What follows belongs to an exercise in optimizing a design on an open flow for small area and a short achievable clock period; a production flow would make more cautious choices.
In this exercise RTL edits were held to simulation tests only and were not proved equivalent to the original.
Power figures rest on the tool's default switching activity, not on a simulated workload.

==> flow/design.v <==
`timescale 1ns/1ps
`default_nettype none
package addrgen_pkg;
  typedef logic [32-1:0] addr_t;      
  typedef logic [10-1:0] cnt_t;        
  typedef logic [16-1:0] trans_t;    
  typedef logic [16-1:0] len_t;     
  typedef logic signed [16-1:0] stride_t;
  typedef logic [4-1:0] strb_t;      
  typedef enum logic [1:0] {
    RUN_IDLE = 2'd0,   
    RUN_BUSY = 2'd1,   
    RUN_DONE = 2'd2    
  } run_state_e;
endpackage
`default_nettype wire
`timescale 1ns/1ps
`default_nettype none
module addrgen_top (
  input  wire logic                 clk_i,
  input  wire logic                 rst_ni,
  input  wire logic                 start_i,
  input  wire logic                 enable_i,
  input  wire addrgen_pkg::addr_t   base_addr_i,
  input  wire addrgen_pkg::trans_t  trans_size_i,
  input  wire addrgen_pkg::len_t    line_length_i,
  input  wire addrgen_pkg::stride_t line_stride_i,
  input  wire addrgen_pkg::len_t    feat_length_i,
  input  wire addrgen_pkg::stride_t feat_stride_i,
  input  wire addrgen_pkg::len_t    feat_roll_i,
  input  wire logic                 loop_outer_i,
  output addrgen_pkg::addr_t        addr_o,
  output addrgen_pkg::strb_t        strb_o,
  output logic                      first_o,
  output logic                      last_o,
  output logic                      word_update_o,
  output logic                      line_update_o,
  output logic                      feat_update_o,
  output logic                      busy_o,
  output logic                      done_o
);
  logic        mis_d;
  logic [15:0] line_last_d, feat_last_d, roll_last_d;
  logic        roll_zero_d;
  assign mis_d = (base_addr_i[1:0] != 2'b00) |
                 (line_stride_i[1:0] != 2'b00) |
                 (feat_stride_i[1:0] != 2'b00);
  assign line_last_d = mis_d ? line_length_i : line_length_i - 16'd1;
  assign feat_last_d = feat_length_i - 16'd1;
  assign roll_zero_d = (feat_roll_i == 16'd0);
  assign roll_last_d = (roll_zero_d & loop_outer_i) ? 16'd0 : feat_roll_i - 16'd1;
  logic        start_q;       
  logic        busy_q, done_q;
  logic [31:0] base_q;        
  logic [31:0] fstart_q;      
  logic [31:0] addr_q;        
  logic [16:0] jump_q;        
  logic [15:0] fstride_q;
  logic [9:0]  line_last_q, feat_last_q, roll_last_q;
  logic        line_big_q, feat_big_q, roll_big_q;   
  logic        outer_q;
  logic [15:0] rem_q;         
  logic [9:0]  word_idx, line_idx, feat_idx;
  logic step, word_more, line_more, roll_match, mis, count_en;
  logic [31:0] fstep;         
  logic [31:0] fnext;         
  logic [31:0] astep;         
  assign mis        = (base_q[1:0] != 2'b00) | (jump_q[1:0] != 2'b00) |
                      (fstride_q[1:0] != 2'b00);
  assign step       = enable_i & busy_q & ~start_q;
  assign word_more  = line_big_q | (word_idx != line_last_q);
  assign line_more  = feat_big_q | (line_idx != feat_last_q);
  assign roll_match = ~roll_big_q & (feat_idx == roll_last_q);
  assign count_en   = step & ~(mis & (word_idx == 10'd0));
  assign fstep = fstart_q + {{16{fstride_q[15]}}, fstride_q};
  assign fnext = outer_q ? (roll_match ? fstep : fstart_q) : (roll_match ? base_q : fstep);
  assign astep = addr_q + (word_more ? 32'd4 : {{15{jump_q[16]}}, jump_q});
  always_ff @(posedge clk_i or negedge rst_ni) begin
    if (!rst_ni) begin
      start_q <= 1'b0;
      busy_q  <= 1'b0;
      done_q  <= 1'b0;
    end else begin
      start_q <= start_i;
      if (start_q) begin
        busy_q <= (rem_q != 16'd0);
        done_q <= (rem_q == 16'd0);
      end else if (count_en && rem_q == 16'd1) begin
        busy_q <= 1'b0;
        done_q <= 1'b1;
      end
    end
  end
  always_ff @(posedge clk_i) begin
    if (start_i) begin
      base_q      <= base_addr_i;
      fstart_q    <= base_addr_i;
      addr_q      <= base_addr_i;
      jump_q      <= {line_stride_i[15], line_stride_i};
      fstride_q   <= feat_stride_i;
      line_last_q <= line_last_d[9:0];
      line_big_q  <= (line_last_d[15:10] != 6'd0);
      feat_last_q <= feat_last_d[9:0];
      feat_big_q  <= (feat_last_d[15:10] != 6'd0);
      roll_last_q <= roll_last_d[9:0];
      roll_big_q  <= (roll_last_d[15:10] != 6'd0);
      outer_q     <= loop_outer_i;
      rem_q       <= trans_size_i;
    end else if (start_q) begin
      jump_q      <= jump_q - {5'd0, line_last_q, 2'b00};
      word_idx    <= 10'd0;
      line_idx    <= 10'd0;
      feat_idx    <= 10'd0;
    end else if (step) begin
      if (count_en) rem_q <= rem_q - 16'd1;
      if (word_more) begin
        word_idx <= word_idx + 10'd1;
        addr_q   <= astep;
      end else begin
        word_idx <= 10'd0;
        if (line_more) begin
          line_idx <= line_idx + 10'd1;
          addr_q   <= astep;
        end else begin
          line_idx <= 10'd0;
          feat_idx <= roll_match ? 10'd0 : feat_idx + 10'd1;
          fstart_q <= fnext;
          addr_q   <= fnext;
        end
      end
    end
  end
  logic [3:0] lead_mask;
  assign lead_mask = 4'b1111 << addr_q[1:0];
  always_comb begin
    strb_o = 4'b1111;
    if (mis) begin
      if (word_idx == 10'd0) strb_o = lead_mask;
      if (!word_more)        strb_o = ~lead_mask;
    end
  end
  assign addr_o        = {addr_q[31:2], 2'b00};
  assign first_o       = (word_idx == 10'd0);
  assign last_o        = ~word_more;
  assign word_update_o = step;
  assign line_update_o = step & ~word_more;
  assign feat_update_o = step & ~word_more & ~line_more;
  assign busy_o        = busy_q;
  assign done_o        = done_q;
endmodule
`default_nettype wire
==> flow/run.sh <==
#!/bin/bash
# synth_recipe.tcl (not shown) runs the flow's synth.tcl, then flattens the netlist and writes it again
# the make line also repeats each setting of config.mk as NAME=value (left out here)
make -C /OpenROAD-flow-scripts/flow DESIGN_CONFIG=/design/flow/config.mk WORK_HOME=/design/flow/orfs CLKGATE_MAP_FILE= SYNTH_SCRIPT=/design/flow/synth_recipe.tcl finish
==> flow/config.mk <==
export PLATFORM = sky130hd
export DESIGN_NAME = addrgen_top
export DESIGN_NICKNAME = addrgen_top
export VERILOG_FILES = /design/flow/design.v
export SDC_FILE = /design/flow/constraint.sdc
export NUM_CORES = 4
export LEC_CHECK = 0
export CAP_MARGIN = 20
export CORE_MARGIN = 2
export CORE_UTILIZATION = 40
export SLEW_MARGIN = 20
==> flow/constraint.sdc <==
create_clock -name core_clock -period 5.5 [get_ports {clk_i}]
set_input_delay 1.1000 -clock core_clock [delete_from_list [all_inputs] [get_ports {clk_i}]]
set_output_delay 1.1000 -clock core_clock [all_outputs]
set_load 0.01 [all_outputs]
==> run notes <==
* Number of buffers created by CTS at 26
* H-Tree Depth at 1
* Placed instance area at 16,100 um2
* Total chip power at 5.07 mW
* Maxcap violations at 0
* Status: finished clean
* Via/cell ratio at 5.60
* Worst Path Max Fanout at 22
* Fraction of layout instances using a drive strength above 1 at under 10%
* # resized after CTS at 0
* Cell count after synthesis at 1,491
* PD cells at roughly 300 nW/um2
* Routability Congestion at roughly 0.87
* Design area at 17,000 um2
* Slowest-stage cell, CP: and3_1
* Worst-Skew Late Latency at 550 ps
* Initial Util at 40.8%
* CP Cell Sequence: xor2_1 > nor4_2 > and3_1 > inv_1 > nor2_1 > ha_1 > a21oi_1 > o21ai_0 > a31oi_1 > a31oi_1 > or4_1 > o21ai_1 > xnor2_1 > o221ai_1
* Min cycle time layout at ~4800 ps
* Rel. slew slack at 32.1%
* # clock sinks at approximately 210
* Synth top area cells: edfxtp_1 (44%), ha_1 (5.8%), nand2_1 (5.8%)
* Largest net degree at the start of global routing at 84
* Peak Freq at 209 MHz
* FF+latch count, synth at 212
* YS warnings at 1
* Clk_skew at about 22 ps
* Final cycle utilization of the critical path at around 87%
* Non-Filler Instances at 2,089
* Pre-Repair DR Iteration Count at 5
* Cell area after synthesis at between 10,000 and 15,000 um2
* Top cell by count, worst path: a31oi_1
* Die area at 36,900 um2
* Total Wirelength at 40.2 mm
* Worst slack at placement at 778 ps
* Critical Path RT at 5750 ps
* EDFF count, synth at 209
* Startpoint Class: register
* Num rows at 68
* Clock transition at path regs at 60 ps
* Antenna Cells at 0
* Worst Path Buf+Inv at 1
* Total GRT Usage at 21.7%
* Most frequent cells in the layout: nand2_1 (219), edfxtp_1 (209), clkdlybuf4s50_1 (172), nor2_1 (120)
* Placed cells at 2,041
* Mapped Avg Cell Area at ~9.5 um2
* Residual DRC at 0
* DR WL/cell at 19.2 um
* Worst-margin pin slew at 1010 ps
* Yosys top cell by area: edfxtp_1
* Critical Path Max Stage Delay at 680 ps
* IO Pins at 176
* Slew Viols, Final at 0
* Routed Antenna Nets at 0
* Setup violators final at 0
* WS Path Type: reg2reg
* Final Hold Viols at 0
* Reg2Reg Setup Slack at 720 ps
* Crit path arrival time at 5030 ps
* Leak at 6.57 nW
* First-pass GRT wire length at 62.8 mm
* Most common flop cell mapped by yosys: edfxtp_1
* CTS tree: built
* Netlist cell types at 70
* Longest Clk Path Bufs at 3
* Worst Setup Slack, final at roughly 720 ps
* Share of synthesized registers carrying an async set or reset at 1.42%
* Most common cell after layout, fill and taps aside: nand2_1
* Setup TNS at 0 ps
* Synth top area share at between 40% and 50%
* Detailed Place HPWL at roughly 30 mm
* Peak supply drop at 0.292 mV
* Total setup buffers inserted after CTS at 0
* Root buffer cell: clkbuf_16
* Vias in the first global route at 11,400
* DR iter-0 viols at 824
* PortBufs at 173
* CP Capture Type: register
* Area grow syn2layout at 20.3%
* Hold Path Class: reg2reg
* Die Wd at a little under 200 um
* Congestion Overflow GR at 0
* CTS hold repair buffers at 0
* Final net count at 1,816
* Core area at ~35,000 um2
* RSZ-0062 raised after global routing: false
* Die H at 192 um
* Critical path's top delay family: simple AND/OR/NAND/NOR gates
* Sequential cell area fraction in the yosys report at 44.9%
* Initial antenna violation count at 0
* Via count at approximately 12,000
==> path summary, 6_finish.rpt <==
path	endpoint	from	cells past startpoint
worst max-delay path	addr_q[18]	word_idx[6]	14
worst min-delay path	busy_q	busy_q	1
worst max register to register	addr_q[18]	word_idx[6]	14
min in group asynchronous	done_q	rst_ni	1
worst min register to register	busy_q	busy_q	1
max in group asynchronous	start_q	rst_ni	1
==> report_power, final <==
group | switching [mW] | internal [mW] | total, mW
logic | 0.613 | 0.492 | 1.10
clock network | 0.699 | 1.16 | 1.86
registers | 0.135 | 1.97 | 2.10
total | 1.45 | 3.62 | 5.07
==> metal layers <==
metal / vias to the layer above / wire length, um / global-route usage, %
li1: 5675 / - / -
met1: 5591 / 17400 / 28.3
met2: 370 / 19100 / 37.4
met3: 72 / 2130 / 2.41
met4: 0 / 1540 / 7.57
met5: - / 0 / 0
==> stage by stage <==
stage / utilization, % / hold WS (ps)
after floorplan: - / 544
after global placement: 46.4 / 524
after detailed placement: 46.4 / 539
after CTS: 49.1 / 558
after global routing: 49.1 / 583
final: 49.1 / 552
==> synth_stat cells (4+ instances only) <==
master / n
and3_1: 31
o211ai_1: 17
nor2_1: 120
o31ai_1: 14
xnor2_1: 72
a211oi_1: 9
nand2b_1: 9
and4_1: 4
nor4_1: 23
nand3_1: 52
o21a_1: 13
a221o_1: 5
a21oi_1: 83
inv_1: 47
buf_1: 4
nand2_1: 219
a21boi_0: 7
a311o_1: 9
clkbuf_1: 51
or4_1: 7
nand4_1: 9
o221ai_1: 11
ha_1: 66
nor3_1: 30
o21ai_1: 14
o21ai_0: 84
a21o_1: 26
edfxtp_1: 209
and2_1: 23
or3_1: 10
xor2_1: 75
o21bai_1: 4
buf_4: 33
nor2b_1: 12
a31oi_1: 18
mux2i_1: 6
==> flip-flops by register name, summed over array words and instances, names as in the netlist <==
register	count
addr_q	32
base_q	32
busy_q	1
done_q	1
feat_big_q	1
feat_idx	10
feat_last_q	10
fstart_q	32
fstride_q	16
jump_q	17
line_big_q	1
line_idx	10
line_last_q	10
outer_q	1
rem_q	16
roll_big_q	1
roll_last_q	10
start_q	1
word_idx	10
==> cell type report <==
class                      count  area (um2)
clock inverter                11         208
timing repair buffer         185        1820
inverter                      49         184
multi-input combinational   1140        7170
fill                        3243       17700
tap                          455         569
clock buffer                  37         732
sequential                   212        6350
==> kinds of logic after synthesis <==
group	count (synthesis)	synth area share [%]
compound gates	347	15.7
xor+xnor	147	9.09
fa+ha+maj	69	6.26
buf+inv	140	4.61
flops	212	44.9
mux	9	0.663
other cells	1	0.0265
simple gates	566	18.8

-- separate check: timing with driven ports --
The flow's constraints put no driver on any port. The routed layout listed below was extracted and timed again, unchanged, in two steps.
Step 1: set_driving_cell puts a clkbuf_16 on clk_i and a buf_2 on each other input, an assumption about the parent block.
Step 2, shift: input delay + t, output delay - t, t = (earliest + latest rising clock arrival at the registers) / 2. This alone moves slack from input paths to output paths.
Three values: ideal, step 1, step 2; two values: the first two.
shift t [ns]: 0.589
slack for setup (ns): 0.723 / 0.723 / 0.723
hold slack, ns: 0.552 / 0.552 / 0.552
clock arrival spread, ns: 0.022 / 0.022
cell pins on the clock port's net: 1
After both steps setup and hold are still met in this run. The setup slack of this run moves by 0.000 ns with the drivers and by 0.000 ns with both steps.
